This is an optimization exercise on Yosys and OpenROAD, whose aim is a short achievable clock period and few clock cycles per item, not a production implementation. Function was checked by simulation only, so behaviour that the tests miss may differ from the original.

==> flow/design.v (outline; a module is shown in full before it is edited, if it fits) <==
// module ex_divider: 94 lines
// module ex_div_init: 38 lines
// module ex_div_steps: 32 lines
// module ex_stage: 92 lines
// module ex_alu: 115 lines
// module ex_add32: 7 lines
// module ex_sub33: 7 lines
// module ex_eq32: 7 lines
// module ex_shift: 11 lines
// module ex_sel_late: 20 lines
// module ex_mul_tree: 1684 lines
// module ex_mul_final: 324 lines
// module ex_mul_csa: 14 lines
module ex_stage (
  input  logic        clk,
  input  logic        rst,
  input  logic        stall_hold,
  input  logic [4:0]  exec_in,
  input  logic [2:0]  funct3_in,
  input  logic [4:0]  rdest_in,
  input  logic [31:0] rs1_in,
  input  logic [31:0] rs2_in,
  input  logic [31:0] imm_in,
  input  logic [31:0] addr_in,
  input  logic        we_in,
  input  logic        mux_in,
  output logic [4:0]  ex_rdest_out,
  output logic [31:0] ex_wdata_out,
  output logic        ex_we_out,
  output logic        mem_re_out,
  output logic        mem_we_out,
  output logic [31:0] mem_addr_out,
  output logic [31:0] mem_wdata_out,
  output logic [2:0]  mem_funct3_out,
  output logic        branch_taken_out,
  output logic [31:0] branch_target_out,
  output logic        stall_req_out
);
  // ...
==> flow/flow/run.sh <==
#!/bin/bash
# Layout flow: the standard ORFS flow (standard.sh) with these changes:
#  - no full-adder extraction in synthesis (ADDER_MAP_FILE empty): ABC maps
#    the adders itself, which gives faster carry logic here;
#  - port buffers are buf_4 instead of the default delay-buffer pick, and the
#    resizer may change a cell's footprint;
#  - timing repair aims for a larger setup margin, so that it keeps improving
#    paths well past the (loose) 16 ns clock.
# Everything else (SDC, floorplan, power grid, CTS, routing) is the standard flow.
set -euo pipefail
bash standard.sh \
  ADDER_MAP_FILE= \
  MATCH_CELL_FOOTPRINT=0 \
  "BUFFER_PORTS_ARGS=-buffer_cell sky130_fd_sc_hd__buf_4" \
  SETUP_SLACK_MARGIN=8 \
  finish > flow_make.log 2>&1
==> flow/standard.sh <==
#!/bin/bash
# synth_recipe.tcl (not shown) runs the flow's synth.tcl, then flattens the netlist and writes it again
# the make line also repeats each setting of config.mk as NAME=value (left out here)
make -C /OpenROAD-flow-scripts/flow DESIGN_CONFIG=/design/flow/config.mk WORK_HOME=/design/flow/orfs CLKGATE_MAP_FILE= SYNTH_SCRIPT=/design/flow/synth_recipe.tcl "${@:-finish}"
==> flow/config.mk <==
export PLATFORM = sky130hd
export DESIGN_NAME = ex_stage
export DESIGN_NICKNAME = ex_stage
export VERILOG_FILES = /design/flow/design.v
export SDC_FILE = /design/flow/constraint.sdc
export NUM_CORES = 4
export LEC_CHECK = 0
export CAP_MARGIN = 20
export CORE_MARGIN = 2
export CORE_UTILIZATION = 40
export SETUP_SLACK_MARGIN = 0.5
export SLEW_MARGIN = 20
export SYNTH_HIERARCHICAL = 1
export SYNTH_MINIMUM_KEEP_SIZE = 0
==> flow/constraint.sdc <==
create_clock -name core_clock -period 16.0 [get_ports {clk}]
set_input_delay 3.2000 -clock core_clock [delete_from_list [all_inputs] [get_ports {clk}]]
set_output_delay 3.2000 -clock core_clock [all_outputs]
set_load 0.01 [all_outputs]
==> results.json, run 1 <==
{
  "status": "finished clean",
  "clock_skew_ps": 10.4,
  "htree_levels": 2,
  "vias_per_cell": 6.80,
  "layout_common_cells": "xnor2_1, nor2_1, nand2_1, a21oi_1, buf_4",
  "reg2reg_from": "u_divider.r_r[28]",
  "drtAntennaViolNets": 0,
  "hold_depth": 2,
  "post-dp-hpwl_um": 333000,
  "ys_warn_count": 15,
  "multiInputGateArea_um2": 81900,
  "cts-root-buf": "clkbuf_16",
  "port-buffer-count": 286,
  "cts_tree": "built",
  "startpoint_type": "input pin",
  "core_um2": 235000,
  "n_clock_buffer": 49,
  "tightest_slew_ps": 1400,
  "grt_pass1_vias": 91300,
  "crit_chain": "buf_8 -> buf_12 -> xor2_1 -> nand2b_1 -> or3_1 -> a31oi_4 -> o21ai_4 -> a2111oi_4 -> buf_4 -> nor2_2 -> xnor2_1 -> a22oi_1 -> nand4_1 -> a221oi_1 -> o2111ai_1 -> buf_4",
  "hold_class": "reg -> reg",
  "cp_top_family": "compound AO/OA/AOI/OAI gates",
  "inv_count": 334,
  "regArea_um2": 7940,
  "worstSkewPairLatency_ps": 610,
  "arrival_ps": 7190,
  "seq_cells": 328,
  "finalSetupViolCount": 0,
  "drv_slew": 0,
  "critical-path-top-cell-by-count": "buf_4",
  "fin_crit_sh": 0.650,
  "slowest_stage": "or3_1",
  "r2r-end": "u_divider.r_r[2]",
  "die_w_um": 489
}
Testbench counts, summed over its fixed seeds: cycles 95,465, instrs 80,000.
==> module ex_div_init, before the edit <==
module ex_div_init #(
  parameter int B  = 4,
  parameter int NC = 8,
  parameter int QW = 32,
  parameter int CW = 4
) (
  input  logic          is_signed,
  input  logic [31:0]   a,
  input  logic [31:0]   b,
  output logic          div_zero,
  output logic [31:0]   mag_b,
  output logic [33:0]   den3,
  output logic [CW-1:0] c,
  output logic [31:0]   r0,
  output logic [QW-1:0] q0
);
  logic [31:0]   mag_a;
  logic [NC-1:0] fits;         
  assign div_zero = (b == 32'd0);
  assign mag_a    = (is_signed && a[31]) ? (32'd0 - a) : a;
  assign mag_b    = (is_signed && b[31]) ? (32'd0 - b) : b;
  assign den3     = {2'b0, mag_b} + {1'b0, mag_b, 1'b0};
  always_comb begin
    for (int k = 0; k < NC; k++) fits[k] = (mag_a >> (B * k)) < mag_b;
    c = CW'(NC);
    for (int k = NC - 1; k >= 0; k--) if (fits[k]) c = CW'(k);
    if (div_zero) c = '0;
    r0 = 32'd0;
    q0 = QW'(mag_a);
    for (int k = 0; k < NC; k++) begin
      if (c == CW'(k)) begin
        r0 = mag_a >> (B * k);
        q0 = QW'(mag_a) << (QW - B * k);
      end
    end
    if (div_zero) q0 = {QW{1'b1}};
  end
endmodule
==> module ex_alu, before the edit <==
module ex_alu (
  input  logic        rst,
  input  logic [4:0]  exec_in,
  input  logic [31:0] rs1_in,
  input  logic [31:0] rs2_in,
  input  logic [31:0] imm_in,
  input  logic [31:0] addr_in,
  input  logic        we_in,
  input  logic        mux_in,
  input  logic [63:0] prod,
  input  logic [31:0] div_result,
  output logic [31:0] wdata,
  output logic        we,
  output logic        re,
  output logic        mwe,
  output logic [31:0] agen,
  output logic        taken,
  output logic [31:0] target
);
  ex_stage_pkg::exec_e w_op;
  logic [31:0] w_op2;
  logic [31:0] w_agen;
  logic [31:0] w_pc_imm;
  logic [31:0] w_pc_4;
  logic [31:0] w_add_r;
  logic [32:0] w_dr, w_di;
  logic        w_lt_r, w_lt_i, w_ltu_r, w_ltu_i;
  logic        w_eq;
  logic [31:0] w_sll, w_srl, w_sra;
  logic [31:0] w_late, w_early;
  assign w_op  = ex_stage_pkg::exec_e'(exec_in);
  assign w_op2 = mux_in ? imm_in : rs2_in;
  ex_add32 u_add_r  (.a(rs1_in),  .b(rs2_in),  .s(w_add_r));
  ex_add32 u_agen   (.a(rs1_in),  .b(imm_in),  .s(w_agen));
  ex_add32 u_pc_imm (.a(addr_in), .b(imm_in),  .s(w_pc_imm));
  ex_sub33 u_sub_r  (.a(rs1_in),  .b(rs2_in),  .d(w_dr));
  ex_sub33 u_sub_i  (.a(rs1_in),  .b(imm_in),  .d(w_di));
  ex_shift u_shift  (.a(rs1_in),  .shamt(w_op2[4:0]), .sll(w_sll), .srl(w_srl), .sra(w_sra));
  ex_eq32  u_eq     (.a(rs1_in),  .b(rs2_in),  .eq(w_eq));
  assign w_pc_4  = addr_in + 32'd4;
  assign w_ltu_r = w_dr[32];
  assign w_ltu_i = w_di[32];
  assign w_lt_r  = (rs1_in[31] ^ rs2_in[31]) ? rs1_in[31] : w_dr[31];
  assign w_lt_i  = (rs1_in[31] ^ imm_in[31]) ? rs1_in[31] : w_di[31];
  logic nr, m0, m1;
  logic s_add, s_sub, s_sll, s_slt, s_sltu, s_xor, s_srl, s_sra, s_or, s_and;
  logic s_lui, s_auipc, s_link, s_jal, s_jalr, s_br, s_load, s_store, s_mul, s_mulh, s_div;
  assign nr      = !rst;
  assign m1      = mux_in;
  assign m0      = !mux_in;
  assign s_add   = nr && (w_op == ex_stage_pkg::EX_ADD);
  assign s_sub   = nr && (w_op == ex_stage_pkg::EX_SUB);
  assign s_sll   = nr && (w_op == ex_stage_pkg::EX_SLL);
  assign s_slt   = nr && (w_op == ex_stage_pkg::EX_SLT);
  assign s_sltu  = nr && (w_op == ex_stage_pkg::EX_SLTU);
  assign s_xor   = nr && (w_op == ex_stage_pkg::EX_XOR);
  assign s_srl   = nr && (w_op == ex_stage_pkg::EX_SRL);
  assign s_sra   = nr && (w_op == ex_stage_pkg::EX_SRA);
  assign s_or    = nr && (w_op == ex_stage_pkg::EX_OR);
  assign s_and   = nr && (w_op == ex_stage_pkg::EX_AND);
  assign s_lui   = nr && (w_op == ex_stage_pkg::EX_LUI);
  assign s_auipc = nr && (w_op == ex_stage_pkg::EX_AUIPC);
  assign s_jal   = nr && (w_op == ex_stage_pkg::EX_JAL);
  assign s_jalr  = nr && (w_op == ex_stage_pkg::EX_JALR);
  assign s_link  = s_jal || s_jalr;
  assign s_br    = nr && (w_op >= ex_stage_pkg::EX_BEQ) && (w_op <= ex_stage_pkg::EX_BGEU);
  assign s_load  = nr && (w_op == ex_stage_pkg::EX_LOAD);
  assign s_store = nr && (w_op == ex_stage_pkg::EX_STORE);
  assign s_mul   = nr && (w_op == ex_stage_pkg::EX_MUL);
  assign s_mulh  = nr && ((w_op == ex_stage_pkg::EX_MULH) || (w_op == ex_stage_pkg::EX_MULHSU) ||
                          (w_op == ex_stage_pkg::EX_MULHU));
  assign s_div   = nr && ((w_op == ex_stage_pkg::EX_DIV) || (w_op == ex_stage_pkg::EX_DIVU) ||
                          (w_op == ex_stage_pkg::EX_REM) || (w_op == ex_stage_pkg::EX_REMU));
  ex_sel_late u_late (
    .sel  ({s_add && m0, s_add && m1, s_sub && m0, s_sub && m1, s_auipc, s_sll, s_srl, s_sra}),
    .d0   (w_add_r),
    .d1   (w_agen),
    .d2   (w_dr[31:0]),
    .d3   (w_di[31:0]),
    .d4   (w_pc_imm),
    .d5   (w_sll),
    .d6   (w_srl),
    .d7   (w_sra),
    .bsel ({s_slt && m0, s_slt && m1, s_sltu && m0, s_sltu && m1}),
    .b    ({w_lt_r, w_lt_i, w_ltu_r, w_ltu_i}),
    .y    (w_late)
  );
  always_comb begin
    logic bt;
    w_early = ({32{s_xor}}   & (rs1_in ^ w_op2))
            | ({32{s_or}}    & (rs1_in | w_op2))
            | ({32{s_and}}   & (rs1_in & w_op2))
            | ({32{s_lui}}   & imm_in)
            | ({32{s_link}}  & w_pc_4)
            | ({32{s_mul}}   & prod[31:0])
            | ({32{s_mulh}}  & prod[63:32])
            | ({32{s_div}}   & div_result);
    case (w_op)
      ex_stage_pkg::EX_BEQ:  bt = w_eq;
      ex_stage_pkg::EX_BNE:  bt = !w_eq;
      ex_stage_pkg::EX_BLT:  bt = w_lt_r;
      ex_stage_pkg::EX_BGE:  bt = !w_lt_r;
      ex_stage_pkg::EX_BLTU: bt = w_ltu_r;
      default:               bt = !w_ltu_r;
    endcase
    taken  = s_link || (s_br && bt);
    target = ({32{s_jal || s_br}} & w_pc_imm)
           | ({32{s_jalr}}        & {w_agen[31:1], 1'b0});
    we     = nr && we_in && !(s_br || s_store || (w_op == ex_stage_pkg::EX_NOP) || (exec_in == 5'd31));
    re     = s_load;
    mwe    = s_store;
    agen   = {32{nr}} & w_agen;
  end
  assign wdata = w_late | w_early;
endmodule
==> run 2: changes to the inputs <==
--- a/flow/design.v
+++ b/flow/design.v
@@ -154,12 +154,23 @@
   output logic [QW-1:0] q0
 );
+  logic          sa, sb;
   logic [31:0]   mag_a;
   logic [NC-1:0] fits;         
+  assign sa       = is_signed && a[31];
+  assign sb       = is_signed && b[31];
   assign div_zero = (b == 32'd0);
-  assign mag_a    = (is_signed && a[31]) ? (32'd0 - a) : a;
-  assign mag_b    = (is_signed && b[31]) ? (32'd0 - b) : b;
+  assign mag_a    = sa ? (32'd0 - a) : a;
+  assign mag_b    = sb ? (32'd0 - b) : b;
   assign den3     = {2'b0, mag_b} + {1'b0, mag_b, 1'b0};
+  for (genvar k = 0; k < NC; k++) begin : g_fit
+    ex_div_fit #(.SH(B * k)) u_fit (
+      .a1 (a ^ {32{sa}}),
+      .b1 (b ^ {32{sb}}),
+      .sa (sa),
+      .sb (sb),
+      .fit(fits[k])
+    );
+  end
   always_comb begin
-    for (int k = 0; k < NC; k++) fits[k] = (mag_a >> (B * k)) < mag_b;
     c = CW'(NC);
     for (int k = NC - 1; k >= 0; k--) if (fits[k]) c = CW'(k);
@@ -176,4 +187,23 @@
   end
 endmodule
+module ex_div_fit #(
+  parameter int SH = 0
+) (
+  input  logic [31:0] a1,
+  input  logic [31:0] b1,
+  input  logic        sa,
+  input  logic        sb,
+  output logic        fit
+);
+  localparam int W = 32 + SH + 2;
+  logic [W-1:0] x, y, z, cs, cc, t;
+  assign x   = W'(a1);
+  assign y   = ~(W'(b1) << SH);
+  assign z   = (sb ? (W'(0) - (W'(1) << SH)) : W'(0)) + W'(1) + W'(sa);
+  assign cs  = x ^ y ^ z;
+  assign cc  = ((x & y) | (x & z) | (y & z)) << 1;
+  assign t   = cs + cc;
+  assign fit = t[W-1];
+endmodule
 module ex_div_steps #(
   parameter int STEPS = 2,
@@ -323,27 +353,7 @@
   ex_stage_pkg::exec_e w_op;
   logic [31:0] w_op2;
-  logic [31:0] w_agen;
-  logic [31:0] w_pc_imm;
   logic [31:0] w_pc_4;
-  logic [31:0] w_add_r;
-  logic [32:0] w_dr, w_di;
-  logic        w_lt_r, w_lt_i, w_ltu_r, w_ltu_i;
-  logic        w_eq;
-  logic [31:0] w_sll, w_srl, w_sra;
-  logic [31:0] w_late, w_early;
   assign w_op  = ex_stage_pkg::exec_e'(exec_in);
   assign w_op2 = mux_in ? imm_in : rs2_in;
-  ex_add32 u_add_r  (.a(rs1_in),  .b(rs2_in),  .s(w_add_r));
-  ex_add32 u_agen   (.a(rs1_in),  .b(imm_in),  .s(w_agen));
-  ex_add32 u_pc_imm (.a(addr_in), .b(imm_in),  .s(w_pc_imm));
-  ex_sub33 u_sub_r  (.a(rs1_in),  .b(rs2_in),  .d(w_dr));
-  ex_sub33 u_sub_i  (.a(rs1_in),  .b(imm_in),  .d(w_di));
-  ex_shift u_shift  (.a(rs1_in),  .shamt(w_op2[4:0]), .sll(w_sll), .srl(w_srl), .sra(w_sra));
-  ex_eq32  u_eq     (.a(rs1_in),  .b(rs2_in),  .eq(w_eq));
-  assign w_pc_4  = addr_in + 32'd4;
-  assign w_ltu_r = w_dr[32];
-  assign w_ltu_i = w_di[32];
-  assign w_lt_r  = (rs1_in[31] ^ rs2_in[31]) ? rs1_in[31] : w_dr[31];
-  assign w_lt_i  = (rs1_in[31] ^ imm_in[31]) ? rs1_in[31] : w_di[31];
   logic nr, m0, m1;
   logic s_add, s_sub, s_sll, s_slt, s_sltu, s_xor, s_srl, s_sra, s_or, s_and;
@@ -375,20 +385,30 @@
   assign s_div   = nr && ((w_op == ex_stage_pkg::EX_DIV) || (w_op == ex_stage_pkg::EX_DIVU) ||
                           (w_op == ex_stage_pkg::EX_REM) || (w_op == ex_stage_pkg::EX_REMU));
-  ex_sel_late u_late (
-    .sel  ({s_add && m0, s_add && m1, s_sub && m0, s_sub && m1, s_auipc, s_sll, s_srl, s_sra}),
-    .d0   (w_add_r),
-    .d1   (w_agen),
-    .d2   (w_dr[31:0]),
-    .d3   (w_di[31:0]),
-    .d4   (w_pc_imm),
-    .d5   (w_sll),
-    .d6   (w_srl),
-    .d7   (w_sra),
-    .bsel ({s_slt && m0, s_slt && m1, s_sltu && m0, s_sltu && m1}),
-    .b    ({w_lt_r, w_lt_i, w_ltu_r, w_ltu_i}),
-    .y    (w_late)
+  logic [31:0] g_add_r, g_add_i, g_sub_r, g_sub_i, g_auipc, g_sll, g_srl, g_sra;
+  logic [31:0] g_tgt_pc, g_tgt_jalr, g_agen;
+  logic [31:0] w_early;
+  ex_add_g #(.SUB(0)) u_add_r  (.a(rs1_in),  .b(rs2_in), .en(s_add && m0), .s(g_add_r));
+  ex_add_g #(.SUB(0)) u_add_i  (.a(rs1_in),  .b(imm_in), .en(s_add && m1), .s(g_add_i));
+  ex_add_g #(.SUB(1)) u_sub_r  (.a(rs1_in),  .b(rs2_in), .en(s_sub && m0), .s(g_sub_r));
+  ex_add_g #(.SUB(1)) u_sub_i  (.a(rs1_in),  .b(imm_in), .en(s_sub && m1), .s(g_sub_i));
+  ex_add_g #(.SUB(0)) u_auipc  (.a(addr_in), .b(imm_in), .en(s_auipc),     .s(g_auipc));
+  ex_add_g #(.SUB(0)) u_tgt_pc (.a(addr_in), .b(imm_in), .en(s_jal || s_br), .s(g_tgt_pc));
+  ex_add_g #(.SUB(0)) u_tgt_jr (.a(rs1_in),  .b(imm_in), .en(s_jalr),      .s(g_tgt_jalr));
+  ex_add_g #(.SUB(0)) u_agen   (.a(rs1_in),  .b(imm_in), .en(nr),          .s(g_agen));
+  ex_shift_g u_shift (.a(rs1_in), .shamt(w_op2[4:0]), .en_sll(s_sll), .en_srl(s_srl), .en_sra(s_sra),
+                      .sll(g_sll), .srl(g_srl), .sra(g_sra));
+  logic        w_set_r, w_set_i;
+  logic        w_br_taken;
+  ex_branch u_branch (
+    .a   (rs1_in),
+    .b   (rs2_in),
+    .sel ({s_br && (w_op == ex_stage_pkg::EX_BEQ),  s_br && (w_op == ex_stage_pkg::EX_BNE),
+           s_br && (w_op == ex_stage_pkg::EX_BLT),  s_br && (w_op == ex_stage_pkg::EX_BGE),
+           s_br && (w_op == ex_stage_pkg::EX_BLTU), s_br && (w_op == ex_stage_pkg::EX_BGEU)}),
+    .taken (w_br_taken)
   );
+  ex_cmp_g u_set_r (.a(rs1_in), .b(rs2_in), .en_lt(s_slt && m0), .en_ltu(s_sltu && m0), .y(w_set_r));
+  ex_cmp_g u_set_i (.a(rs1_in), .b(imm_in), .en_lt(s_slt && m1), .en_ltu(s_sltu && m1), .y(w_set_i));
   always_comb begin
-    logic bt;
     w_early = ({32{s_xor}}   & (rs1_in ^ w_op2))
             | ({32{s_or}}    & (rs1_in | w_op2))
@@ -399,56 +419,72 @@
             | ({32{s_mulh}}  & prod[63:32])
             | ({32{s_div}}   & div_result);
-    case (w_op)
-      ex_stage_pkg::EX_BEQ:  bt = w_eq;
-      ex_stage_pkg::EX_BNE:  bt = !w_eq;
-      ex_stage_pkg::EX_BLT:  bt = w_lt_r;
-      ex_stage_pkg::EX_BGE:  bt = !w_lt_r;
-      ex_stage_pkg::EX_BLTU: bt = w_ltu_r;
-      default:               bt = !w_ltu_r;
-    endcase
-    taken  = s_link || (s_br && bt);
-    target = ({32{s_jal || s_br}} & w_pc_imm)
-           | ({32{s_jalr}}        & {w_agen[31:1], 1'b0});
+    taken  = s_link || w_br_taken;
     we     = nr && we_in && !(s_br || s_store || (w_op == ex_stage_pkg::EX_NOP) || (exec_in == 5'd31));
     re     = s_load;
     mwe    = s_store;
-    agen   = {32{nr}} & w_agen;
   end
-  assign wdata = w_late | w_early;
+  assign w_pc_4 = addr_in + 32'd4;
+  assign agen   = g_agen;
+  ex_or_res u_or (
+    .d0 (g_add_r), .d1 (g_add_i), .d2 (g_sub_r), .d3 (g_sub_i),
+    .d4 (g_auipc), .d5 (g_sll),   .d6 (g_srl),   .d7 (g_sra),
+    .d8 (w_early),
+    .d9 ({31'd0, w_set_r}),
+    .d10({31'd0, w_set_i}),
+    .y  (wdata)
+  );
+  assign target = g_tgt_pc | {g_tgt_jalr[31:1], 1'b0};
 endmodule
-module ex_add32 (
+module ex_add_g #(
+  parameter bit SUB = 1'b0
+) (
   input  logic [31:0] a,
   input  logic [31:0] b,
+  input  logic        en,
   output logic [31:0] s
 );
-  assign s = a + b;
+  logic [31:0] r;
+  assign r = SUB ? (a - b) : (a + b);
+  assign s = {32{en}} & r;
 endmodule
-module ex_sub33 (
+module ex_branch (
   input  logic [31:0] a,
   input  logic [31:0] b,
-  output logic [32:0] d
+  input  logic [5:0]  sel,
+  output logic        taken
 );
-  assign d = {1'b0, a} - {1'b0, b};
+  logic lt, ltu, eq;
+  assign lt    = $signed(a) < $signed(b);
+  assign ltu   = a < b;
+  assign eq    = (a == b);
+  assign taken = (sel[5] && eq) || (sel[4] && !eq) || (sel[3] && lt) || (sel[2] && !lt)
+              || (sel[1] && ltu) || (sel[0] && !ltu);
 endmodule
-module ex_eq32 (
+module ex_cmp_g (
   input  logic [31:0] a,
   input  logic [31:0] b,
-  output logic        eq
+  input  logic        en_lt,
+  input  logic        en_ltu,
+  output logic        y
 );
-  assign eq = (a == b);
+  assign y = (en_lt && ($signed(a) < $signed(b))) || (en_ltu && (a < b));
 endmodule
-module ex_shift (
+module ex_shift_g (
   input  logic [31:0] a,
   input  logic [4:0]  shamt,
+  input  logic        en_sll,
+  input  logic        en_srl,
+  input  logic        en_sra,
   output logic [31:0] sll,
   output logic [31:0] srl,
   output logic [31:0] sra
 );
-  assign sll = a << shamt;
-  assign srl = a >> shamt;
-  assign sra = $signed(a) >>> shamt;
+  logic [31:0] ra;
+  assign ra  = $signed(a) >>> shamt;    
+  assign sll = {32{en_sll}} & (a << shamt);
+  assign srl = {32{en_srl}} & (a >> shamt);
+  assign sra = {32{en_sra}} & ra;
 endmodule
-module ex_sel_late (
-  input  logic [7:0]  sel,
+module ex_or_res (
   input  logic [31:0] d0,
   input  logic [31:0] d1,
@@ -459,13 +495,10 @@
   input  logic [31:0] d6,
   input  logic [31:0] d7,
-  input  logic [3:0]  bsel,
-  input  logic [3:0]  b,
+  input  logic [31:0] d8,
+  input  logic [31:0] d9,
+  input  logic [31:0] d10,
   output logic [31:0] y
 );
-  always_comb begin
-    y = ({32{sel[7]}} & d0) | ({32{sel[6]}} & d1) | ({32{sel[5]}} & d2) | ({32{sel[4]}} & d3)
-      | ({32{sel[3]}} & d4) | ({32{sel[2]}} & d5) | ({32{sel[1]}} & d6) | ({32{sel[0]}} & d7);
-    y[0] = y[0] | (|(bsel & b));
-  end
+  assign y = d0 | d1 | d2 | d3 | d4 | d5 | d6 | d7 | d8 | d9 | d10;
 endmodule
 `default_nettype none
--- a/flow/flow/run.sh
+++ b/flow/flow/run.sh
@@ -1,6 +1,5 @@
 #!/bin/bash
 # Layout flow: the standard ORFS flow (standard.sh) with these changes:
-#  - no full-adder extraction in synthesis (ADDER_MAP_FILE empty): ABC maps
-#    the adders itself, which gives faster carry logic here;
+#  (synthesis itself is the standard one)
 #  - port buffers are buf_4 instead of the default delay-buffer pick, and the
 #    resizer may change a cell's footprint;
@@ -10,5 +9,4 @@
 set -euo pipefail
 bash standard.sh \
-  ADDER_MAP_FILE= \
   MATCH_CELL_FOOTPRINT=0 \
   "BUFFER_PORTS_ARGS=-buffer_cell sky130_fd_sc_hd__buf_4" \
==> results.json, run 2 <==
{
  "fin_crit_sh": 0.600,
  "final_cells": 18100,
  "cts-root-buf": "clkbuf_16",
  "cts_max_path_buffers": 3,
  "track_usage": 0.381,
  "largest_reg_flops": 188,
  "top_register": "u_mul.r_row",
  "syn_to_final_growth_pct": 20.3,
  "final_common_cell": "inv_1",
  "worst_hold_startpoint": "r_mul_done",
  "drtAntennaViolNets": 0,
  "final_nets": 16500,
  "so_faults": "max-capacitance violations, max-slew violations",
  "startpoint_type": "input pin",
  "cp.required_ps": 12800,
  "crit_fanout": 9,
  "die_w_um": 525,
  "avgSynthCellArea_um2": 7.54,
  "clk_pin_slew_ps": 70,
  "cts_made_buffers": 44,
  "dr.first_iter.drc_count": 16100,
  "ys_warn_count": 14,
  "cts_tree": "built",
  "dieHeight_um": 525,
  "wl_um": 555000,
  "status": "failed layout checks",
  "hold_depth": 2,
  "criticalPathCategory": "in -> out",
  "relSlewSlack": -0.0338,
  "antenna_found_initial": 25,
  "start_util": 0.401,
  "grt_pass1_wl_um": 781000,
  "min_period_ps": 9600,
  "setup_tns_ps": 0,
  "ctsHoldBuffers": 0,
  "reg2reg_from": "u_divider.r_q[30]",
  "grt_max_degree": 98,
  "port-buffer-count": 286,
  "htree_levels": 2,
  "final_hold_viol_count": 0,
  "dieArea_um2": 275000,
  "vias": 118000,
  "r2r-end": "u_divider.r_r[26]",
  "globalplace.congestion": 1.04,
  "rows": 191,
  "ioPinCount": 287,
  "clock_skew_ps": 28.4,
  "worstSkewPairLatency_ps": 650,
  "drc_errors": 0,
  "rsz0062_at_grt": "yes",
  "synth_cells": 14400,
  "finalSetupViolCount": 0,
  "grt_overflow": 0,
  "reg2regPathDepth": 27,
  "synth_area_um2": 108000,
  "final_layout_size_suffix_gt1_frac": 0.197,
  "hold_path_end": "r_mul_done",
  "drv_slew": 8,
  "fmax_ghz": 0.104,
  "tightest_slew_ps": 1540,
  "r2r_setup_slack_ps": 8190,
  "cts.sinks": 328,
  "layout_common_cells": "inv_1, a21oi_1, ha_1, nand2_1, nor2_1",
  "wl_per_cell_um": 30.6,
  "core_um2": 270000,
  "post-place-cells": 17300,
  "max_cap_viol_count": 1,
  "arrival_ps": 6400,
  "biggestRegsByFlops": "u_mul.r_row: 188 flops, u_divider.r_den3: 34 flops",
  "hold_class": "reg -> reg",
  "drtPass1Iterations": 11,
  "grt_pass1_vias": 109000,
  "end_kind": "output port",
  "fin_util": 0.483,
  "vias_per_cell": 6.52,
  "post-dp-hpwl_um": 378000,
  "num-fill-cells": 26300
}
## run 2: worst max-delay path by stage
stage                          start  depth (start not counted)          endpoint  slack [ps]
after CTS                  rs1_in[0]                         15  ex_wdata_out[18]        6570
after floorplan           exec_in[2]                         26  u_divider.r_r[1]        7300
final                     addr_in[3]                         10  ex_wdata_out[28]        6400
after detailed placement  exec_in[3]                         25  u_divider.r_q[5]        5000
after global placement    exec_in[4]                         25  u_divider.r_r[1]        5130
after global routing       rs1_in[7]                         13  ex_wdata_out[18]        6430
## run 2: area by class of cell
class	instances	area [µm²]	area share
diodes	12	30.0	0.000230
clock buffers	50	1170	0.00900
flip-flops and latches	328	7940	0.0608
well taps	3570	4470	0.0342
repair buffers	1276	14100	0.108
inverters	1460	5680	0.0436
repair inverters	8	78.8	0.000604
clock inverters	28	344	0.00264
multi-input cells	11400	96700	0.741
## run 2: per-stage QoR
stage	hold WS, ps	setup slack, ps	cell area [µm²]
2_1_floorplan	453	7300	110000
3_3_place_gp	471	5130	113000
3_5_place_dp	474	5000	113000
4_1_cts	482	6570	126000
5_1_grt	509	6430	130000
6_report	484	6400	130000
## run 2: worst max-delay path, stage by stage
cell,delay (ps)
buf_4,210
ha_1,260
nand4_1,190
nor3_2,670
nand4_1,200
xnor2_1,260
a211o_1,460
nor3_1,600
nand3_4,170
buf_6,170
## run 2: what timing repair did
| item | in CTS | in global routing |
|---|---|---|
| gates cloned | 74 | 11 |
| pin swaps | 354 | 298 |
| setup buffers | 465 | 158 |
| resized for setup | 1412 | 545 |
| endpoints found under the hold margin | 0 | 0 |
| setup endpoints to repair | 263 | 207 |
## run 2: per-layer routing
metal | share of wire | vias up | track usage | routed length [µm]
met5 | 0.00019 | - | 0 | 104
met4 | 0.090 | 18 | 0.263 | 50200
li1 | - | 51600 | - | -
met3 | 0.12 | 2064 | 0.102 | 67300
met2 | 0.41 | 7710 | 0.565 | 228000
met1 | 0.38 | 56600 | 0.479 | 210000
Testbench counts of run 2, summed over its fixed seeds: cycles 95,465, instrs 80,000.
==> module ex_divider, before the edit <==
module ex_divider #(
  parameter int STEPS = 2                       
) (
  input  logic        clk,
  input  logic        rst,
  input  logic        start,
  input  logic        is_signed,
  input  logic        want_rem,
  input  logic [31:0] a,
  input  logic [31:0] b,
  input  logic        hold,
  output logic        busy,
  output logic        done,
  output logic [31:0] result
);
  localparam int B   = 2 * STEPS;               
  localparam int NC  = (32 + B - 1) / B;        
  localparam int QW  = B * NC;                  
  localparam int CW  = $clog2(NC + 1);
  ex_stage_pkg::div_state_e r_state;
  ex_stage_pkg::div_state_e w_next;
  logic [CW-1:0] r_cnt;        
  logic [QW-1:0] r_q;          
  logic [31:0]   r_r;          
  logic [31:0]   r_den;        
  logic [33:0]   r_den3;       
  logic          r_neg_q;
  logic          r_neg_r;
  logic          r_want_rem;
  logic          w_div_zero;
  logic [31:0]   w_mag_b;
  logic [33:0]   w_den3;
  logic [CW-1:0] w_c;
  logic [31:0]   w_r0;
  logic [QW-1:0] w_q0;
  logic [31:0]   w_r_next;
  logic [QW-1:0] w_q_next;
  ex_div_init #(.B(B), .NC(NC), .QW(QW), .CW(CW)) u_init (
    .is_signed (is_signed),
    .a         (a),
    .b         (b),
    .div_zero  (w_div_zero),
    .mag_b     (w_mag_b),
    .den3      (w_den3),
    .c         (w_c),
    .r0        (w_r0),
    .q0        (w_q0)
  );
  ex_div_steps #(.STEPS(STEPS), .QW(QW)) u_steps (
    .r      (r_r),
    .q      (r_q),
    .den    (r_den),
    .den3   (r_den3),
    .r_next (w_r_next),
    .q_next (w_q_next)
  );
  always_comb begin
    w_next = r_state;
    case (r_state)
      ex_stage_pkg::DIV_IDLE: if (start) w_next = (w_c == '0) ? ex_stage_pkg::DIV_DONE : ex_stage_pkg::DIV_BUSY;
      ex_stage_pkg::DIV_BUSY: if (r_cnt == CW'(1)) w_next = ex_stage_pkg::DIV_DONE;
      ex_stage_pkg::DIV_DONE: if (!hold) w_next = ex_stage_pkg::DIV_IDLE;
      default:  w_next = ex_stage_pkg::DIV_IDLE;
    endcase
  end
  always_ff @(posedge clk) begin
    if (rst) r_state <= ex_stage_pkg::DIV_IDLE;
    else     r_state <= w_next;
  end
  always_ff @(posedge clk) begin
    case (r_state)
      ex_stage_pkg::DIV_IDLE: begin
        r_want_rem <= want_rem;
        r_cnt      <= w_c;
        r_r        <= w_r0;
        r_q        <= w_q0;
        r_den      <= w_mag_b;
        r_den3     <= w_den3;
        r_neg_q    <= is_signed && (a[31] ^ b[31]) && !w_div_zero;
        r_neg_r    <= is_signed && a[31];
      end
      ex_stage_pkg::DIV_BUSY: begin
        r_cnt <= r_cnt - CW'(1);
        r_r   <= w_r_next;
        r_q   <= w_q_next;
      end
      default: ;
    endcase
  end
  assign busy   = ((r_state == ex_stage_pkg::DIV_IDLE) && start) || (r_state == ex_stage_pkg::DIV_BUSY);
  assign done   = (r_state == ex_stage_pkg::DIV_DONE);
  assign result = r_want_rem ? (r_neg_r ? (32'd0 - r_r) : r_r)
                             : (r_neg_q ? (32'd0 - r_q[31:0]) : r_q[31:0]);
endmodule
==> module ex_div_steps, before the edit <==
module ex_div_steps #(
  parameter int STEPS = 2,
  parameter int QW    = 32
) (
  input  logic [31:0]   r,
  input  logic [QW-1:0] q,
  input  logic [31:0]   den,
  input  logic [33:0]   den3,
  output logic [31:0]   r_next,
  output logic [QW-1:0] q_next
);
  always_comb begin
    logic [31:0]   rs;
    logic [QW-1:0] qs;
    logic [33:0]   rr;
    logic [34:0]   t1, t2, t3;
    rs = r;
    qs = q;
    for (int s = 0; s < STEPS; s++) begin
      rr = {rs, qs[QW-1:QW-2]};
      t1 = {1'b0, rr} - {3'b0, den};
      t2 = {1'b0, rr} - {2'b0, den, 1'b0};
      t3 = {1'b0, rr} - {1'b0, den3};
      if (!t3[34])      begin rs = t3[31:0]; qs = {qs[QW-3:0], 2'd3}; end
      else if (!t2[34]) begin rs = t2[31:0]; qs = {qs[QW-3:0], 2'd2}; end
      else if (!t1[34]) begin rs = t1[31:0]; qs = {qs[QW-3:0], 2'd1}; end
      else              begin rs = rr[31:0]; qs = {qs[QW-3:0], 2'd0}; end
    end
    r_next = rs;
    q_next = qs;
  end
endmodule
==> run 3: changes to the inputs <==
--- a/flow/design.v
+++ b/flow/design.v
@@ -45,4 +45,5 @@
 `default_nettype none
 module ex_divider #(
+  parameter int RB    = 4,                      
   parameter int STEPS = 2                       
 ) (
@@ -59,42 +60,40 @@
   output logic [31:0] result
 );
-  localparam int B   = 2 * STEPS;               
+  localparam int B   = RB * STEPS;              
   localparam int NC  = (32 + B - 1) / B;        
   localparam int QW  = B * NC;                  
   localparam int CW  = $clog2(NC + 1);
+  localparam int MW  = 32 + RB;                 
+  localparam int NO  = 1 << (RB - 1);           
   ex_stage_pkg::div_state_e r_state;
   ex_stage_pkg::div_state_e w_next;
-  logic [CW-1:0] r_cnt;        
-  logic [QW-1:0] r_q;          
-  logic [31:0]   r_r;          
-  logic [31:0]   r_den;        
-  logic [33:0]   r_den3;       
-  logic          r_neg_q;
-  logic          r_neg_r;
-  logic          r_want_rem;
-  logic          w_div_zero;
-  logic [31:0]   w_mag_b;
-  logic [33:0]   w_den3;
-  logic [CW-1:0] w_c;
-  logic [31:0]   w_r0;
-  logic [QW-1:0] w_q0;
-  logic [31:0]   w_r_next;
-  logic [QW-1:0] w_q_next;
-  ex_div_init #(.B(B), .NC(NC), .QW(QW), .CW(CW)) u_init (
+  logic [CW-1:0]    r_cnt;       
+  logic [QW-1:0]    r_q;         
+  logic [31:0]      r_r;         
+  logic [NO*MW-1:0] r_odd;       
+  logic             r_neg_q;
+  logic             r_neg_r;
+  logic             r_want_rem;
+  logic             w_div_zero;
+  logic [NO*MW-1:0] w_odd;
+  logic [CW-1:0]    w_c;
+  logic [31:0]      w_r0;
+  logic [QW-1:0]    w_q0;
+  logic [31:0]      w_r_next;
+  logic [QW-1:0]    w_q_next;
+  ex_div_init #(.B(B), .NC(NC), .QW(QW), .CW(CW), .RB(RB)) u_init (
     .is_signed (is_signed),
     .a         (a),
     .b         (b),
     .div_zero  (w_div_zero),
-    .mag_b     (w_mag_b),
-    .den3      (w_den3),
+    .odd       (w_odd),
     .c         (w_c),
     .r0        (w_r0),
     .q0        (w_q0)
   );
-  ex_div_steps #(.STEPS(STEPS), .QW(QW)) u_steps (
+  ex_div_steps #(.RB(RB), .STEPS(STEPS), .QW(QW)) u_steps (
     .r      (r_r),
     .q      (r_q),
-    .den    (r_den),
-    .den3   (r_den3),
+    .odd    (r_odd),
     .r_next (w_r_next),
     .q_next (w_q_next)
@@ -120,6 +119,5 @@
         r_r        <= w_r0;
         r_q        <= w_q0;
-        r_den      <= w_mag_b;
-        r_den3     <= w_den3;
+        r_odd      <= w_odd;
         r_neg_q    <= is_signed && (a[31] ^ b[31]) && !w_div_zero;
         r_neg_r    <= is_signed && a[31];
@@ -139,21 +137,24 @@
 endmodule
 module ex_div_init #(
-  parameter int B  = 4,
-  parameter int NC = 8,
+  parameter int B  = 8,
+  parameter int NC = 4,
   parameter int QW = 32,
-  parameter int CW = 4
+  parameter int CW = 3,
+  parameter int RB = 4
 ) (
-  input  logic          is_signed,
-  input  logic [31:0]   a,
-  input  logic [31:0]   b,
-  output logic          div_zero,
-  output logic [31:0]   mag_b,
-  output logic [33:0]   den3,
-  output logic [CW-1:0] c,
-  output logic [31:0]   r0,
-  output logic [QW-1:0] q0
+  input  logic                         is_signed,
+  input  logic [31:0]                  a,
+  input  logic [31:0]                  b,
+  output logic                         div_zero,
+  output logic [(1<<(RB-1))*(32+RB)-1:0] odd,
+  output logic [CW-1:0]                c,
+  output logic [31:0]                  r0,
+  output logic [QW-1:0]                q0
 );
+  localparam int MW = 32 + RB;
+  localparam int NO = 1 << (RB - 1);
   logic          sa, sb;
   logic [31:0]   mag_a;
+  logic [31:0]   mag_b;
   logic [NC-1:0] fits;         
   assign sa       = is_signed && a[31];
@@ -162,5 +163,7 @@
   assign mag_a    = sa ? (32'd0 - a) : a;
   assign mag_b    = sb ? (32'd0 - b) : b;
-  assign den3     = {2'b0, mag_b} + {1'b0, mag_b, 1'b0};
+  for (genvar i = 0; i < NO; i++) begin : g_odd
+    ex_div_mult #(.K(2 * i + 1), .W(MW)) u_mult (.d(mag_b), .m(odd[MW*i +: MW]));
+  end
   for (genvar k = 0; k < NC; k++) begin : g_fit
     ex_div_fit #(.SH(B * k)) u_fit (
@@ -187,4 +190,23 @@
   end
 endmodule
+module ex_div_mult #(
+  parameter int K = 1,
+  parameter int W = 36
+) (
+  input  logic [31:0]  d,
+  output logic [W-1:0] m
+);
+  logic [W-1:0] x;
+  assign x = W'(d);
+  if (K == 1)       begin : g1  assign m = x; end
+  else if (K == 3)  begin : g3  assign m = (x << 1) + x; end
+  else if (K == 5)  begin : g5  assign m = (x << 2) + x; end
+  else if (K == 7)  begin : g7  assign m = (x << 3) - x; end
+  else if (K == 9)  begin : g9  assign m = (x << 3) + x; end
+  else if (K == 11) begin : g11 assign m = (x << 3) + (x << 1) + x; end
+  else if (K == 13) begin : g13 assign m = (x << 3) + (x << 2) + x; end
+  else if (K == 15) begin : g15 assign m = (x << 4) - x; end
+  else              begin : gk  assign m = W'(K) * x; end
+endmodule
 module ex_div_fit #(
   parameter int SH = 0
@@ -207,30 +229,45 @@
 endmodule
 module ex_div_steps #(
+  parameter int RB    = 4,
   parameter int STEPS = 2,
   parameter int QW    = 32
 ) (
-  input  logic [31:0]   r,
-  input  logic [QW-1:0] q,
-  input  logic [31:0]   den,
-  input  logic [33:0]   den3,
-  output logic [31:0]   r_next,
-  output logic [QW-1:0] q_next
+  input  logic [31:0]                    r,
+  input  logic [QW-1:0]                  q,
+  input  logic [(1<<(RB-1))*(32+RB)-1:0] odd,
+  output logic [31:0]                    r_next,
+  output logic [QW-1:0]                  q_next
 );
+  localparam int MW = 32 + RB;
+  localparam int NM = (1 << RB) - 1;
+  logic [MW-1:0] mult [1:NM];
+  for (genvar k = 1; k <= NM; k++) begin : g_mult
+    localparam int TZ = (k % 2 == 1) ? 0 : (k % 4 == 2) ? 1 : (k % 8 == 4) ? 2 : 3;
+    localparam int OI = (k >> TZ) >> 1;
+    assign mult[k] = odd[MW*OI +: MW] << TZ;
+  end
   always_comb begin
     logic [31:0]   rs;
     logic [QW-1:0] qs;
-    logic [33:0]   rr;
-    logic [34:0]   t1, t2, t3;
+    logic [MW-1:0] rr;
+    logic [MW:0]   t [1:NM];
+    logic [NM+1:1] ge;
     rs = r;
     qs = q;
     for (int s = 0; s < STEPS; s++) begin
-      rr = {rs, qs[QW-1:QW-2]};
-      t1 = {1'b0, rr} - {3'b0, den};
-      t2 = {1'b0, rr} - {2'b0, den, 1'b0};
-      t3 = {1'b0, rr} - {1'b0, den3};
-      if (!t3[34])      begin rs = t3[31:0]; qs = {qs[QW-3:0], 2'd3}; end
-      else if (!t2[34]) begin rs = t2[31:0]; qs = {qs[QW-3:0], 2'd2}; end
-      else if (!t1[34]) begin rs = t1[31:0]; qs = {qs[QW-3:0], 2'd1}; end
-      else              begin rs = rr[31:0]; qs = {qs[QW-3:0], 2'd0}; end
+      rr = {rs, qs[QW-1 -: RB]};
+      for (int k = 1; k <= NM; k++) begin
+        t[k]  = {1'b0, rr} - {1'b0, mult[k]};
+        ge[k] = !t[k][MW];
+      end
+      ge[NM+1] = 1'b0;
+      qs = qs << RB;
+      rs = rr[31:0];
+      for (int k = 1; k <= NM; k++) begin
+        if (ge[k] && !ge[k+1]) begin
+          rs = t[k][31:0];
+          qs[RB-1:0] = RB'(k);
+        end
+      end
     end
     r_next = rs;
==> results.json, run 3 <==
{
  "status": "failed layout checks",
  "so_faults": "max-capacitance violations, max-slew violations",
  "cts_max_path_buffers": 4,
  "syn_to_final_growth_pct": 25.9,
  "cts.sinks": 549,
  "ioPinCount": 287,
  "max_cap_viol_count": 1,
  "wl_per_cell_um": 40.5,
  "post-dp-hpwl_um": 846000,
  "drv_slew": 2,
  "relSlewSlack": -0.193,
  "vias_per_cell": 7.08,
  "drc_errors": 0,
  "hold_class": "reg -> reg",
  "layout_common_cells": "a21oi_1, ha_1, inv_1, nand2_1, nor2_1",
  "rows": 238,
  "startpoint_type": "flip-flop",
  "path_buf_inv": 7,
  "final_hold_viol_count": 0,
  "dieHeight_um": 653,
  "post-place-ws_ps": 3390,
  "fmax_ghz": 0.107,
  "ctsHoldBuffers": 0,
  "track_usage": 0.513,
  "vias": 203000,
  "critical-path-top-cell-by-count": "buf_12",
  "grt_pass1_wl_um": 1530000,
  "tightest_slew_ps": 1740,
  "synth_area_um2": 168000,
  "grt_busiest_layer": "met2",
  "hold_ws_ps": 491,
  "cp_top_family": "compound AO/OA/AOI/OAI gates",
  "start_util": 0.401,
  "biggestRegsByFlops": "u_divider.r_odd: 288 flops, u_mul.r_row: 188 flops",
  "grt_use_met1": 0.574,
  "grt_overflow": 0,
  "largest_reg_flops": 288,
  "cp.required_ps": 16650,
  "dieArea_um2": 426000,
  "rsz0062_at_grt": "yes",
  "drtPass1Iterations": 10,
  "port-buffer-count": 286,
  "drtAntennaViolNets": 0,
  "clock_skew_ps": 132,
  "die_w_um": 653,
  "htree_levels": 3,
  "slowest_stage": "mux2i_1",
  "placed_cell_area_um2": 177000,
  "clk_pin_slew_ps": 110,
  "ys_warn_count": 16,
  "slowest_delay_ps": 1370,
  "r2r-end": "u_divider.r_r[8]",
  "final_layout_size_suffix_gt1_frac": 0.226,
  "stdcell_area_um2": 212000,
  "crit_fanout": 12,
  "setup_tns_ps": 0,
  "grt_max_degree": 112,
  "min_period_ps": 9350,
  "dr.first_iter.drc_count": 29700,
  "core_um2": 420000,
  "criticalPathCategory": "reg -> reg",
  "avgSynthCellArea_um2": 7.61,
  "fin_crit_sh": 0.584,
  "layout_setup_ws_ps": 6650,
  "hold_depth": 2,
  "cts-root-buf": "clkbuf_16",
  "final_common_cell": "a21oi_1",
  "finalSetupViolCount": 0,
  "cts_tree": "built",
  "globalplace.congestion": 1.16,
  "antenna_found_initial": 142,
  "top_register": "u_divider.r_odd",
  "gr-usage-met3": 0.157,
  "r2r_setup_slack_ps": 6650,
  "reg2regPathDepth": 29,
  "reg2reg_from": "u_divider.r_odd[147]",
  "wl_um": 1160000,
  "cts_made_buffers": 82,
  "grt_pass1_vias": 182000,
  "end_kind": "flip-flop",
  "arrival_ps": 10000,
  "grtUsageMet2": 0.746,
  "synth_cells": 22100,
  "final_nets": 25800,
  "hold_path_end": "r_mul_done",
  "worst_hold_startpoint": "r_mul_done",
  "worstSkewPairLatency_ps": 990
}
==> run 3: final cells by class <==
class / count / area, µm²
Clock buffer: 95 / 2170
Fill cell: 40500 / 208000
Clock inverter: 45 / 526
Sequential cell: 549 / 14600
Timing Repair inverter: 13 / 121
Inverter: 1644 / 6570
Timing Repair Buffer: 2230 / 25000
Multi-Input combinational cell: 18500 / 156000
Antenna cell: 134 / 335
Tap cell: 5520 / 6910
==> run 3: timing repair <==
item | 4_1_cts | 5_1_grt
gates resized for setup | 2831 | 996
setup endpoints to repair | 469 | 234
gates cloned | 79 | 31
setup buffers | 853 | 394
pin swaps | 641 | 497
==> run 3: worst max-delay path by stage <==
| stage | from | depth (start not counted) | slack, ps | endpoint |
|---|---|---|---|---|
| final | u_divider.r_odd[147] | 29 | 6650 | u_divider.r_r[8] |
| after global routing | rs1_in[0] | 16 | 6660 | ex_wdata_out[24] |
| after floorplan | mux_in | 14 | 7390 | ex_wdata_out[0] |
| after CTS | rs1_in[0] | 16 | 6720 | ex_wdata_out[28] |
| after detailed placement | u_divider.r_r[25] | 32 | 3390 | u_divider.r_r[19] |
| after global placement | u_divider.r_q[28] | 32 | 2960 | u_divider.r_r[12] |
==> run 3: per-stage QoR <==
step	util	instances
3_5_place_dp	0.422	27100
2_1_floorplan	-	22200
6_report	0.505	28700
4_1_cts	0.483	28200
3_3_place_gp	0.421	27100
5_1_grt	0.504	28600
==> run 3: layer usage <==
layer,wire length [µm],vias up,part of all wire
met2,466000,16100,0.40
li1,-,83700,-
met4,161000,48,0.14
met5,794,-,0.00068
met3,141000,5824,0.12
met1,395000,97700,0.34
==> run 3: worst min-delay path: stages, from the launching register on <==
cell	delay [ps]
dfxtp_1	320
nand3b_1	70
o21ai_1	60
Testbench counts of run 3, summed over its fixed seeds: cycles 94,098, instrs 80,000.
==> run 4: changes to the inputs <==
==> flow/flow/run.sh (replaced) <==
#!/bin/bash
# Layout flow: the standard ORFS flow (standard.sh), synthesis included,
# with these changes:
#  - port buffers are buf_4 instead of the default delay-buffer pick, and the
#    resizer may change a cell's footprint;
#  - timing repair aims for a larger setup margin, so that it keeps improving
#    paths well past the (loose) 16 ns clock;
#  - after global routing's timing repair, one more design repair for slew
#    and capacitance (flow/post_grt.tcl).
# Everything else (SDC, floorplan, power grid, CTS, routing) is the standard flow.
set -euo pipefail
bash standard.sh \
  MATCH_CELL_FOOTPRINT=0 \
  "BUFFER_PORTS_ARGS=-buffer_cell sky130_fd_sc_hd__buf_4" \
  SETUP_SLACK_MARGIN=8 \
  POST_GLOBAL_ROUTE_TCL="$(pwd)/flow/post_grt.tcl" \
  finish > flow_make.log 2>&1
==> flow/flow/post_grt.tcl (new file) <==
# Hook run by ORFS at the end of global routing (POST_GLOBAL_ROUTE_TCL).
# The setup repair before it may leave a net above the slew/capacitance
# limits; fix those with one more design repair, legalize, and update the
# global routes and guides incrementally.
global_route -start_incremental
repair_design -verbose -slew_margin 30 -cap_margin 30
detailed_placement
global_route -end_incremental
estimate_parasitics -global_routing
report_check_types -max_slew -max_capacitance -violators
write_guides $::env(RESULTS_DIR)/route.guide
==> results.json, run 4 <==
{
  "status": "finished clean",
  "post-dp-hpwl_um": 846000,
  "htree_levels": 3,
  "rows": 238,
  "clk_pin_slew_ps": 110,
  "arrival_ps": 6150,
  "ys_warn_count": 16,
  "placed_cell_area_um2": 177000,
  "dieHeight_um": 653,
  "globalplace.congestion": 1.16,
  "final_common_cell": "a21oi_1",
  "core_um2": 420000,
  "stdcell_area_um2": 212000,
  "synth_area_um2": 168000,
  "drtPass1Iterations": 10,
  "grt_pass1_vias": 182000,
  "hold_depth": 2,
  "min_period_ps": 9350,
  "dieArea_um2": 426000,
  "drv_slew": 0,
  "die_w_um": 653,
  "grt_max_degree": 112,
  "wl_per_cell_um": 40.6,
  "dr.first_iter.drc_count": 29500,
  "crit_fanout": 9,
  "slowest_stage": "mux4_2",
  "slowest_delay_ps": 520,
  "cts_resized": 2831,
  "max_cap_viol_count": 0,
  "cts-root-buf": "clkbuf_16",
  "grt_pass1_wl_um": 1530000,
  "fmax_ghz": 0.107,
  "largest_reg_flops": 288,
  "fin_crit_sh": 0.584,
  "cp.required_ps": 12800,
  "vias_per_cell": 7.10,
  "cp_top_family": "buffers and inverters",
  "vias": 204000,
  "synth_cells": 22100,
  "end_kind": "output port",
  "ioPinCount": 287,
  "antenna_found_initial": 142,
  "drtAntennaViolNets": 0,
  "final_layout_size_suffix_gt1_frac": 0.226,
  "fin_util": 0.505,
  "wl_um": 1170000,
  "relSlewSlack": 0.181,
  "start_util": 0.401,
  "hold_class": "reg -> reg",
  "ctsHoldBuffers": 0,
  "avgSynthCellArea_um2": 7.61,
  "cts_made_buffers": 82,
  "top_register": "u_divider.r_odd",
  "cts.sinks": 549,
  "setup_tns_ps": 0,
  "finalSetupViolCount": 0,
  "crit_cells": 13,
  "port-buffer-count": 286,
  "reg2regPathDepth": 36,
  "startpoint_type": "input pin",
  "layout_common_cells": "a21oi_1, ha_1, inv_1, nand2_1, nor2_1",
  "postCtsSetupBuffers": 853,
  "final_hold_viol_count": 0,
  "final_nets": 25800,
  "crit_chain": "buf_6 -> mux2i_4 -> bufinv_16 -> buf_12 -> clkbuf_16 -> mux4_2 -> nor2_1 -> a21oi_1 -> o2bb2ai_1 -> a211o_1 -> nor4_2 -> nand3_2 -> buf_4",
  "grt_overflow": 0,
  "cts_tree": "built",
  "drc_errors": 0,
  "track_usage": 0.513,
  "cts_max_path_buffers": 4,
  "criticalPathCategory": "in -> out",
  "num-fill-cells": 40500,
  "biggestRegsByFlops": "u_divider.r_odd: 288 flops, u_mul.r_row: 188 flops",
  "worstSkewPairLatency_ps": 980,
  "clock_skew_ps": 127,
  "syn_to_final_growth_pct": 25.9,
  "tightest_slew_ps": 1220,
  "path_buf_inv": 5
}
==> run 4: metal layers <==
layer  part of all wire  GRT usage
met4               0.14      0.544
met1               0.34      0.574
met2               0.40      0.746
met5            0.00066    0.00430
met3               0.12      0.157
==> run 4: area by class of cell <==
class | instances | area (µm²) | area share
repair inverters | 13 | 121 | 0.000573
multi-input cells | 18500 | 156000 | 0.735
clock inverters | 45 | 526 | 0.00248
clock buffers | 95 | 2170 | 0.0102
inverters | 1644 | 6570 | 0.0310
repair buffers | 2232 | 25100 | 0.118
flip-flops and latches | 549 | 14600 | 0.0687
well taps | 5520 | 6910 | 0.0326
diodes | 141 | 353 | 0.00166
==> run 4: worst paths after layout <==
check	startpoint	endpoint	slack (ps)
max	rs2_in[0]	ex_wdata_out[25]	6650
min	r_mul_done	r_mul_done	490
max reg2reg	u_divider.r_q[28]	u_divider.r_r[31]	6740
min reg2reg	r_mul_done	r_mul_done	490
==> run 4: through the flow <==
step	worst slack [ps]	std cells	hold slack [ps]
2_1_floorplan	7390	22200	453
3_3_place_gp	2960	27100	466
3_5_place_dp	3390	27100	474
4_1_cts	6720	28200	490
6_report	6650	28700	489
==> run 4: worst min-delay path: cells and delay by family (launching register included) <==
kind | cells | cell delay [ps]
flops | 1 | 320
simple gates | 1 | 70
compound gates | 1 | 60

## afterwards: timing with drivers on the ports
The flow's constraints put no driver on any port. The routed layouts listed below were extracted and timed again, unchanged, in two steps. Step 1 assumes that a clkbuf_16 drives the clock port and a buf_2 every other input. Step 2, shift: input delay + t, output delay - t, t = (earliest + latest rising clock arrival at the registers) / 2. This alone moves slack from input paths to output paths. Three values: ideal, step 1, step 2; two values: the first two.
run	t, ns	slack for setup (ns)	clock arrival spread, ns	cell pins on the clock port's net
run 1	0.686	5.608 / 5.402 / 5.402	0.022 / 0.023	1
run 2	0.728	6.396 / 6.211 / 6.211	0.034 / 0.035	1
run 3	1.044	6.650 / 6.386 / 6.386	0.143 / 0.144	1
run 4	1.042	6.649 / 6.392 / 6.392	0.138 / 0.139	1
The setup slack of run 3, which loses most, moves by -0.264 ns with the drivers and by -0.264 ns with both steps.
